Background: an optimization exercise with open tools, aiming at small area, a short achievable clock period and few clock cycles per item. Do not read the settings as production practice. Where RTL was checked, it was by simulation tests only, not by an equivalence proof against the original.

==> onyx: inputs <==
Design dft_stage, start of the top module:
module dft_stage (
    input  logic          clk_i,
    input  logic          rst_n_i,
    input  logic          in_valid_i,
    input  logic [127:0]  in_group_i,
    input  logic [79:0]   twiddles_i,
    output logic          in_credit_o,
    output logic          out_valid_o,
    output logic [127:0]  out_group_o,
    input  logic          out_credit_i
);
export LEC_CHECK = 0
export CAP_MARGIN = 20
export CORE_MARGIN = 2
export CORE_UTILIZATION = 50
export SLEW_MARGIN = 20
create_clock -name core_clock -period 10.0 [get_ports {clk_i}]
standard.sh (not shown) runs the stock make flow with config.mk's settings and CLKGATE_MAP_FILE= SYNTH_SCRIPT=/design/flow/synth_recipe.tcl, a recipe that flattens the netlist after the stock synthesis.
==> flow/flow/run.sh <==
#!/bin/bash
set -euo pipefail
MARGIN=6.5
sed 's|"\${@:-finish}"|SETUP_SLACK_MARGIN='"$MARGIN"' "${@:-finish}"|' standard.sh > standard_margin.sh
grep -q "SETUP_SLACK_MARGIN=$MARGIN" standard_margin.sh
bash standard_margin.sh finish > flow.log 2>&1
==> ember (differences from onyx) <==
--- a/flow/design.v
+++ b/flow/design.v
@@ -896,29 +896,30 @@
     input  logic           clk_i,
     input  logic           rst_n_i,
     input  logic           in_valid_i,
     input  logic [127:0]   in_group_i,
     input  logic [79:0]    twiddles_i,
+    input  logic           hold_i,
     output logic           valid_o,
     output logic [59:0]    ha_o,
     output logic [59:0]    hb_o
 );
     logic odd_q;        
     logic odd_arr;
     logic even_arr;
-    logic [3:0] v_q;    
+    logic [2:0] v_q;    
     logic [2:0] o_q;    
     assign odd_arr  = in_valid_i & odd_q;
     assign even_arr = in_valid_i & ~odd_q;
     always_ff @(posedge clk_i or negedge rst_n_i) begin
         if (!rst_n_i) begin
             odd_q <= 1'b0;
             v_q   <= '0;
             o_q   <= '0;
         end else begin
             if (in_valid_i) odd_q <= ~odd_q;
-            v_q <= {v_q[2:0], in_valid_i};
+            v_q <= {v_q[1:0], in_valid_i};
             o_q <= {o_q[1:0], odd_arr};
         end
     end
     logic [119:0] enc;
     for (genvar k = 0; k < 4; k++) begin : g_enc
@@ -930,27 +931,25 @@
     logic [123:0] t_a_q;    
     logic [123:0] t_b_q;    
     assign in_a = {in_group_i[0*32 +: 32], enc[0*30 +: 30], in_group_i[2*32 +: 32], enc[2*30 +: 30]};
     assign in_b = {in_group_i[1*32 +: 32], enc[1*30 +: 30], in_group_i[3*32 +: 32], enc[3*30 +: 30]};
     always_ff @(posedge clk_i) begin
-        if (odd_arr) t_b_q <= in_b;
+        t_b_q <= in_b;
         t_a_q <= odd_arr ? in_a : t_b_q;
     end
     logic [55:0] e_a_q;
     logic [55:0] e_b1_q;
     logic [55:0] e_b2_q;
     logic [55:0] sh_a;
     logic [55:0] sh_b;
     assign sh_a = {in_group_i[0*32+18 +: 14], in_group_i[0*32+2 +: 14],
                    in_group_i[2*32+18 +: 14], in_group_i[2*32+2 +: 14]};
-    assign sh_b = {in_group_i[1*32+18 +: 14], in_group_i[1*32+2 +: 14],
-                   in_group_i[3*32+18 +: 14], in_group_i[3*32+2 +: 14]};
+    assign sh_b = {t_b_q[123 -: 14], t_b_q[107 -: 14],
+                   t_b_q[61 -: 14],  t_b_q[45 -: 14]};
     always_ff @(posedge clk_i) begin
-        if (even_arr) begin
-            e_a_q  <= sh_a;
-            e_b1_q <= sh_b;
-        end
+        if (even_arr) e_a_q <= sh_a;
+        e_b1_q <= sh_b;
         e_b2_q <= e_b1_q;
     end
     logic [149:0] cs_d [2];
     logic [149:0] cs_q [2];
     logic [59:0]  prod;
@@ -985,30 +984,40 @@
         assign ev_b[15*k +: 15] = {e_b2_q[14*k+13], e_b2_q[14*k +: 14]};
     end
     logic [59:0] m_a_q;
     logic [59:0] m_a2_q;
     logic [59:0] m_b_q;
+    logic        m_valid_q;
     always_ff @(posedge clk_i) begin
-        m_a_q  <= o_q[1] ? prod : ev_a;
-        m_b_q  <= o_q[2] ? prod : ev_b;
-        m_a2_q <= m_a_q;
+        m_a_q <= o_q[1] ? prod : ev_a;
+        if (!hold_i) begin
+            m_b_q  <= o_q[2] ? prod : ev_b;
+            m_a2_q <= m_a_q;
+        end
+    end
+    always_ff @(posedge clk_i or negedge rst_n_i) begin
+        if (!rst_n_i) begin
+            m_valid_q <= 1'b0;
+        end else if (!hold_i) begin
+            m_valid_q <= v_q[2];
+        end
     end
-    assign valid_o = v_q[3];
+    assign valid_o = m_valid_q;
     assign ha_o    = m_a2_q;
     assign hb_o    = m_b_q;
 endmodule
 `timescale 1ns/10ps
 module dft_butterfly (
     input  logic [59:0] pair_i,
     output logic [31:0] sum_o,
     output logic [31:0] diff_o
 );
-    logic signed [15:0] x_re, x_im, y_re, y_im;
-    assign x_re = 16'($signed(pair_i[59:45]));
-    assign x_im = 16'($signed(pair_i[44:30]));
-    assign y_re = 16'($signed(pair_i[29:15]));
-    assign y_im = 16'($signed(pair_i[14:0]));
+    logic [15:0] x_re, x_im, y_re, y_im;
+    assign x_re = {pair_i[59], pair_i[59:45]};
+    assign x_im = {pair_i[44], pair_i[44:30]};
+    assign y_re = {pair_i[29], pair_i[29:15]};
+    assign y_im = {pair_i[14], pair_i[14:0]};
     assign sum_o  = {x_re + y_re, x_im + y_im};
     assign diff_o = {x_re - y_re, x_im - y_im};
 endmodule
 `timescale 1ns/10ps
 module dft_credit_buffer (
@@ -1018,17 +1027,18 @@
     input  logic           wr_valid_i,
     input  logic [127:0]   wr_group_i,
     input  logic           out_credit_i,
     output logic           out_valid_o,
     output logic [127:0]   out_group_o,
+    output logic           wr_hold_o,
     output logic           in_credit_o
 );
     localparam int DEPTH = 4;
-    localparam int RING  = DEPTH - 1;
+    localparam int RING  = DEPTH - 2;
     logic [127:0] mem_q [RING];
-    logic [1:0]   wr_ptr_q;
-    logic [1:0]   rd_ptr_q;
+    logic         wr_ptr_q;
+    logic         rd_ptr_q;
     logic [1:0]   ring_fill_q;   
     logic         head_q;        
     logic [127:0] out_q;
     logic [2:0]   sink_q;        
     logic [2:0]   up_q;          
@@ -1037,20 +1047,23 @@
     logic         pop;
     logic         head_free;     
     logic         to_head;       
     logic         from_ring;     
     logic         ring_wr;
+    logic         ring_space;    
     logic         head_next;
     logic [2:0]   sink_next;
     logic [2:0]   up_dec;
     logic [3:0]   room_inc;
     logic         ret;
     assign pop       = valid_q;
     assign head_free = !head_q || pop;
     assign from_ring = head_free && (ring_fill_q != '0);
     assign to_head   = head_free && (ring_fill_q == '0) && wr_valid_i;
-    assign ring_wr   = wr_valid_i && !to_head;
+    assign ring_space = (ring_fill_q != 2'(RING)) || from_ring;
+    assign ring_wr   = wr_valid_i && !to_head && ring_space;
+    assign wr_hold_o = wr_valid_i && !to_head && !ring_space;
     assign head_next = (head_q && !pop) || from_ring || to_head;
     assign sink_next = sink_q + 3'(out_credit_i) - 3'(pop);
     assign out_valid_o = valid_q;
     assign out_group_o = out_q;
     assign up_dec   = up_q - 3'(in_valid_i);
@@ -1074,12 +1087,12 @@
             sink_q      <= 3'(4);
             up_q        <= 3'(4);
             room_q      <= 4'(DEPTH);
             in_credit_o <= 1'b0;
         end else begin
-            if (ring_wr)   wr_ptr_q <= (wr_ptr_q == 2'(RING - 1)) ? '0 : wr_ptr_q + 1'b1;
-            if (from_ring) rd_ptr_q <= (rd_ptr_q == 2'(RING - 1)) ? '0 : rd_ptr_q + 1'b1;
+            if (ring_wr)   wr_ptr_q <= ~wr_ptr_q;
+            if (from_ring) rd_ptr_q <= ~rd_ptr_q;
             ring_fill_q <= ring_fill_q + 2'(ring_wr) - 2'(from_ring);
             head_q      <= head_next;
             valid_q     <= head_next && (sink_next != '0);
             sink_q      <= sink_next;
             up_q        <= up_dec + 3'(ret);
@@ -1099,18 +1112,20 @@
     output logic          out_valid_o,
     output logic [127:0]  out_group_o,
     input  logic          out_credit_i
 );
     logic        h_valid;
+    logic        h_hold;
     logic [59:0] ha;
     logic [59:0] hb;
     dft_group_scaler i_scaler (
         .clk_i      (clk_i),
         .rst_n_i    (rst_n_i),
         .in_valid_i (in_valid_i),
         .in_group_i (in_group_i),
         .twiddles_i (twiddles_i),
+        .hold_i     (h_hold),
         .valid_o    (h_valid),
         .ha_o       (ha),
         .hb_o       (hb)
     );
     logic [31:0] sum0, diff0, sum1, diff1;
@@ -1119,10 +1134,11 @@
     dft_credit_buffer i_buffer (
         .clk_i        (clk_i),
         .rst_n_i      (rst_n_i),
         .in_valid_i   (in_valid_i),
         .wr_valid_i   (h_valid),
+        .wr_hold_o    (h_hold),
         .wr_group_i   ({sum0, sum1, diff0, diff1}),
         .out_credit_i (out_credit_i),
         .out_valid_o  (out_valid_o),
         .out_group_o  (out_group_o),
         .in_credit_o  (in_credit_o)
==> flow/flow/run.sh (replaced) <==
#!/bin/bash
set -euo pipefail
MARGIN=6.7
sed 's|"\${@:-finish}"|SETUP_SLACK_MARGIN='"$MARGIN"' "${@:-finish}"|' standard.sh > standard_margin.sh
grep -q "SETUP_SLACK_MARGIN=$MARGIN" standard_margin.sh
bash standard_margin.sh finish > flow.log 2>&1
Settings changed: CORE_UTILIZATION 50 to 60, CTS_CLUSTER_SIZE set to 30.
==> flow_metrics.env <==
export IMPL_status="timing/DRC/antenna clean"
export IMPL_netlist_top_cells_area="edfxtp_1, dfxtp_1, fa_1"
export IMPL_worstPathArrival_ns=1.44
export IMPL_critPathMaxFanout=1
export IMPL_post_cts_resized=232
export IMPL_finalNonFillerCells=9093
export IMPL_r2r_end="i_scaler.cs_q[0][43]"
export IMPL_taps=2058
export IMPL_r2r_cells=8
export IMPL_fmax_mhz=291.0
That was onyx.
==> flow_metrics.env <==
export IMPL_status="timing/DRC/antenna clean"
export IMPL_finalNonFillerCells=8324
export IMPL_post_cts_resized=682
export IMPL_critPathMaxFanout=4
export IMPL_taps=1612
export IMPL_worstPathArrival_ns=3.90
export IMPL_r2r_cells=11
export IMPL_fmax_mhz=295.5
export IMPL_r2r_end="i_scaler.m_b_q[39]"
That was ember.
Testbench counts of ember, summed over its fixed seeds: cycles 2,088, items 2,048.
The RTL of onyx was laid out without a check of its function.

port drivers added, routing unchanged:
No port has a modelled driver above. Below, the same layouts with a new extraction and two added sets of constraints. Step 1 (the two cells are an assumption about what drives the block):
set clk [get_ports {clk_i}]
set_driving_cell -lib_cell sky130_fd_sc_hd__clkbuf_16 $clk
set_driving_cell -lib_cell sky130_fd_sc_hd__buf_2 [delete_from_list [all_inputs] $clk]
Step 2 moves the port delays by t, midway between the first and last clock arrival at a register: inputs arrive t later, outputs are due t later. That takes back most of the time a late clock gives input paths. a / b / c = ideal ports / drivers / drivers and shift; a / b = the first two.
run	t, ns	setup slack, ns	worst setup path at the end
onyx	0.865	6.563 / 6.480 / 5.897	input to register
ember	0.858	6.616 / 6.567 / 6.021	input to register
After both steps every run listed still meets setup and hold. For onyx, which loses most, drivers alone change the setup slack by -0.083 ns; drivers and shift together by -0.666 ns.
